Background: an optimization exercise with open tools, aiming at small area. Do not read the settings as production practice.
Only simulation tests tie the RTL to the original design; equivalence was not proved.

Design synthCore, start of the top module:
module synthCore
(
	input logic MAX10_CLK2_50,
	input logic rstN,
	input logic sampleTick,
	input logic [25:0] cfg,
	output logic signed [15:0] sampleOut,
	output logic sampleValid
);
For scale: ~830 cells after synthesis, ~46 I/O pins, about 0.0092 mm² of cells after synthesis.
export LEC_CHECK = 0
export CAP_MARGIN = 20
export CORE_MARGIN = 2
export CORE_UTILIZATION = 60
export CTS_BUF_LIST = sky130_fd_sc_hd__clkbuf_8
export SLEW_MARGIN = 20
export BUFFER_PORTS_ARGS = -buffer_cell sky130_fd_sc_hd__buf_1
export CTS_ARGS = -sink_clustering_enable -repair_clock_nets -dont_use_dummy_load -buf_list {sky130_fd_sc_hd__clkbuf_4 sky130_fd_sc_hd__clkbuf_8}
create_clock -name core_clock -period 10.0 [get_ports {MAX10_CLK2_50}]
standard.sh (not shown) runs the stock make flow with config.mk's settings and CLKGATE_MAP_FILE= SYNTH_SCRIPT=/design/flow/synth_recipe.tcl, a recipe that flattens the netlist after the stock synthesis.
==> flow/flow/run.sh <==
#!/bin/bash
# The standard layout (standard.sh) with these changes:
# - synthesis: the standard flow's synthesis script, except that the final ABC mapping
#   uses flow/abc_area.script (area-oriented mapping, no upsizing) instead of
#   ORFS's speed script; registers are not touched;
# - after synthesis, fapol.py picks each full adder's polarity (a full adder
#   is self-dual) so the netlist needs fewer inverters, and turns half adders
#   with one output in use into plain gates;
# - the port buffers are the smallest buffer cell;
# - clock tree synthesis inserts no dummy loads.
# Each tool's output goes to a log file here: synth.log, fapol.log, flow.log.
set -euo pipefail
W=$(pwd)
cat >> config.mk <<'EOC'
export BUFFER_PORTS_ARGS = -buffer_cell sky130_fd_sc_hd__buf_1
export CTS_ARGS = -sink_clustering_enable -repair_clock_nets -dont_use_dummy_load -buf_list {sky130_fd_sc_hd__clkbuf_4 sky130_fd_sc_hd__clkbuf_8}
EOC
{
  head -n 1 synth_recipe.tcl
  echo "proc abc {args} { set i [lsearch \$args -script]; if {\$i >= 0} { lset args [expr {\$i + 1}] $W/flow/abc_area.script }; yosys abc {*}\$args }"
  tail -n +2 synth_recipe.tcl
} > own_synth.tcl
sed "s#$W/synth_recipe.tcl#$W/own_synth.tcl#" standard.sh > own_standard.sh
grep -q own_synth.tcl own_standard.sh
bash own_standard.sh synth > synth.log 2>&1
R=orfs/results/sky130hd/synthCore/base
cp $R/1_2_yosys.v $R/1_2_yosys.orig.v
python3 flow/fapol.py $R/1_2_yosys.orig.v $R/1_2_yosys.v > fapol.log 2>&1
rm -f $R/1_synth.odb
bash own_standard.sh finish > flow.log 2>&1
==> flow/flow/abc_area.script <==
strash
&get -n
&st
&dch
&nf -a
&put
topo
Other scripts of this flow, unchanged in this note and not shown: flow/flow/fapol.py
Edit:
==> flow/flow/run.sh (replaced) <==
#!/bin/bash
# The standard layout (standard.sh, with its standard synthesis) with
# these changes:
# - after synthesis, fapol.py picks each full adder's polarity (a full adder
#   is self-dual) so the netlist needs fewer inverters, and turns half adders
#   with one output in use into plain gates; registers are not touched;
# - the port buffers are the smallest buffer cell;
# - clock tree synthesis inserts no dummy loads.
# Each tool's output goes to a log file here: synth.log, fapol.log, flow.log.
set -euo pipefail
cat >> config.mk <<'EOC'
export BUFFER_PORTS_ARGS = -buffer_cell sky130_fd_sc_hd__buf_1
export CTS_ARGS = -sink_clustering_enable -repair_clock_nets -dont_use_dummy_load -buf_list {sky130_fd_sc_hd__clkbuf_4 sky130_fd_sc_hd__clkbuf_8}
EOC
bash standard.sh synth > synth.log 2>&1
R=orfs/results/sky130hd/synthCore/base
cp $R/1_2_yosys.v $R/1_2_yosys.orig.v
python3 flow/fapol.py $R/1_2_yosys.orig.v $R/1_2_yosys.v > fapol.log 2>&1
rm -f $R/1_synth.odb
bash standard.sh finish > flow.log 2>&1
--- a/flow/config.mk
+++ b/flow/config.mk
@@ -9,4 +9,5 @@
 export CORE_MARGIN = 2
-export CORE_UTILIZATION = 60
+export CORE_UTILIZATION = 75
 export CTS_BUF_LIST = sky130_fd_sc_hd__clkbuf_8
+export PLACE_DENSITY = 0.85
 export SLEW_MARGIN = 20
removed: flow/flow/abc_area.script
Effect:
- fmax came out lower by 2.2%
- count of clock-buffer cells in the layout stays the same
- design area grows by 1.7%
- setup slack is worse by 0.19 ns
- routed wire length grows by 0.50%
- critical path depth went up by 1
Edit:
--- a/flow/config.mk
+++ b/flow/config.mk
@@ -7,7 +7,7 @@
 export LEC_CHECK = 0
+export ABC_AREA = 1
 export CAP_MARGIN = 20
 export CORE_MARGIN = 2
-export CORE_UTILIZATION = 75
+export CORE_UTILIZATION = 60
 export CTS_BUF_LIST = sky130_fd_sc_hd__clkbuf_8
-export PLACE_DENSITY = 0.85
 export SLEW_MARGIN = 20
After rerunning: Routed wire length rises by about a fifth; worst hold slack got worse by 0.0073 ns; design area grows by a few percent; global-route usage drops by 3.1 points; setup slack gains 0.15 ns.
Edit:
--- a/flow/flow/run.sh
+++ b/flow/flow/run.sh
@@ -1,7 +1,9 @@
 #!/bin/bash
-# The standard layout (standard.sh, with its standard synthesis) with
-# these changes:
+# The standard layout (standard.sh) with these changes:
+# - synthesis: the standard flow's synthesis script, except that the final ABC mapping
+#   uses flow/abc_area.script (area-oriented amap mapping, no upsizing) instead of
+#   ORFS's speed script; registers are not touched;
 # - after synthesis, fapol.py picks each full adder's polarity (a full adder
 #   is self-dual) so the netlist needs fewer inverters, and turns half adders
-#   with one output in use into plain gates; registers are not touched;
+#   with one output in use into plain gates;
 # - the port buffers are the smallest buffer cell;
@@ -10,2 +12,3 @@
 set -euo pipefail
+W=$(pwd)
 cat >> config.mk <<'EOC'
@@ -14,3 +17,10 @@
 EOC
-bash standard.sh synth > synth.log 2>&1
+{
+  head -n 1 synth_recipe.tcl
+  echo "proc abc {args} { set i [lsearch \$args -script]; if {\$i >= 0} { lset args [expr {\$i + 1}] $W/flow/abc_area.script }; yosys abc {*}\$args }"
+  tail -n +2 synth_recipe.tcl
+} > own_synth.tcl
+sed "s#$W/synth_recipe.tcl#$W/own_synth.tcl#" standard.sh > own_standard.sh
+grep -q own_synth.tcl own_standard.sh
+bash own_standard.sh synth > synth.log 2>&1
 R=orfs/results/sky130hd/synthCore/base
@@ -19,2 +29,2 @@
 rm -f $R/1_synth.odb
-bash standard.sh finish > flow.log 2>&1
+bash own_standard.sh finish > flow.log 2>&1
==> flow/flow/abc_area.script (new file) <==
strash
dch
amap
topo
--- a/flow/config.mk
+++ b/flow/config.mk
@@ -7,3 +7,2 @@
 export LEC_CHECK = 0
-export ABC_AREA = 1
 export CAP_MARGIN = 20
=>
- The changed run passed the timing, DRC and antenna checks
- via count came out lower by 11%
- core utilization climbs by 2.8 points
- worst setup slack degrades by 0.91 ns
- non-clock buffer count climbs by 5
- flip-flop and latch count stays the same
- final cell count came out lower by 16%
- design area shrinks by about 7.5%
- clock skew barely changes
- count of clock-buffer cells in the layout stays the same

==> re-timing with driven ports <==
The flow's constraints put no driver on any port. The routed layouts listed below were extracted and timed again, unchanged, in two steps. Step 1 sets driving cells, clkbuf_16 on the clock port and buf_2 on the other inputs (assumed; they add their load-dependent delay and slew). Step 2 also shifts input and output timing later by t, the mid clock arrival at the registers, as if the neighbouring blocks saw the same clock. Three values: no drivers, after step 1, after step 2; two values: the first two.
| run | shift t [ns] | setup slack, ns | worst setup path at the end | clock arrival spread, ns |
|---|---|---|---|---|
| the first run | 0.476 | 1.748 / 1.748 / 1.748 | register to register | 0.024 / 0.024 |
| the second run | 0.471 | 1.562 / 1.562 / 1.562 | register to register | 0.027 / 0.027 |
| the third run | 0.488 | 1.713 / 1.713 / 1.713 | register to register | 0.044 / 0.045 |
| the fourth run | 0.485 | 0.802 / 0.802 / 0.802 | register to register | 0.032 / 0.032 |
After both steps setup and hold are still met in every run listed.
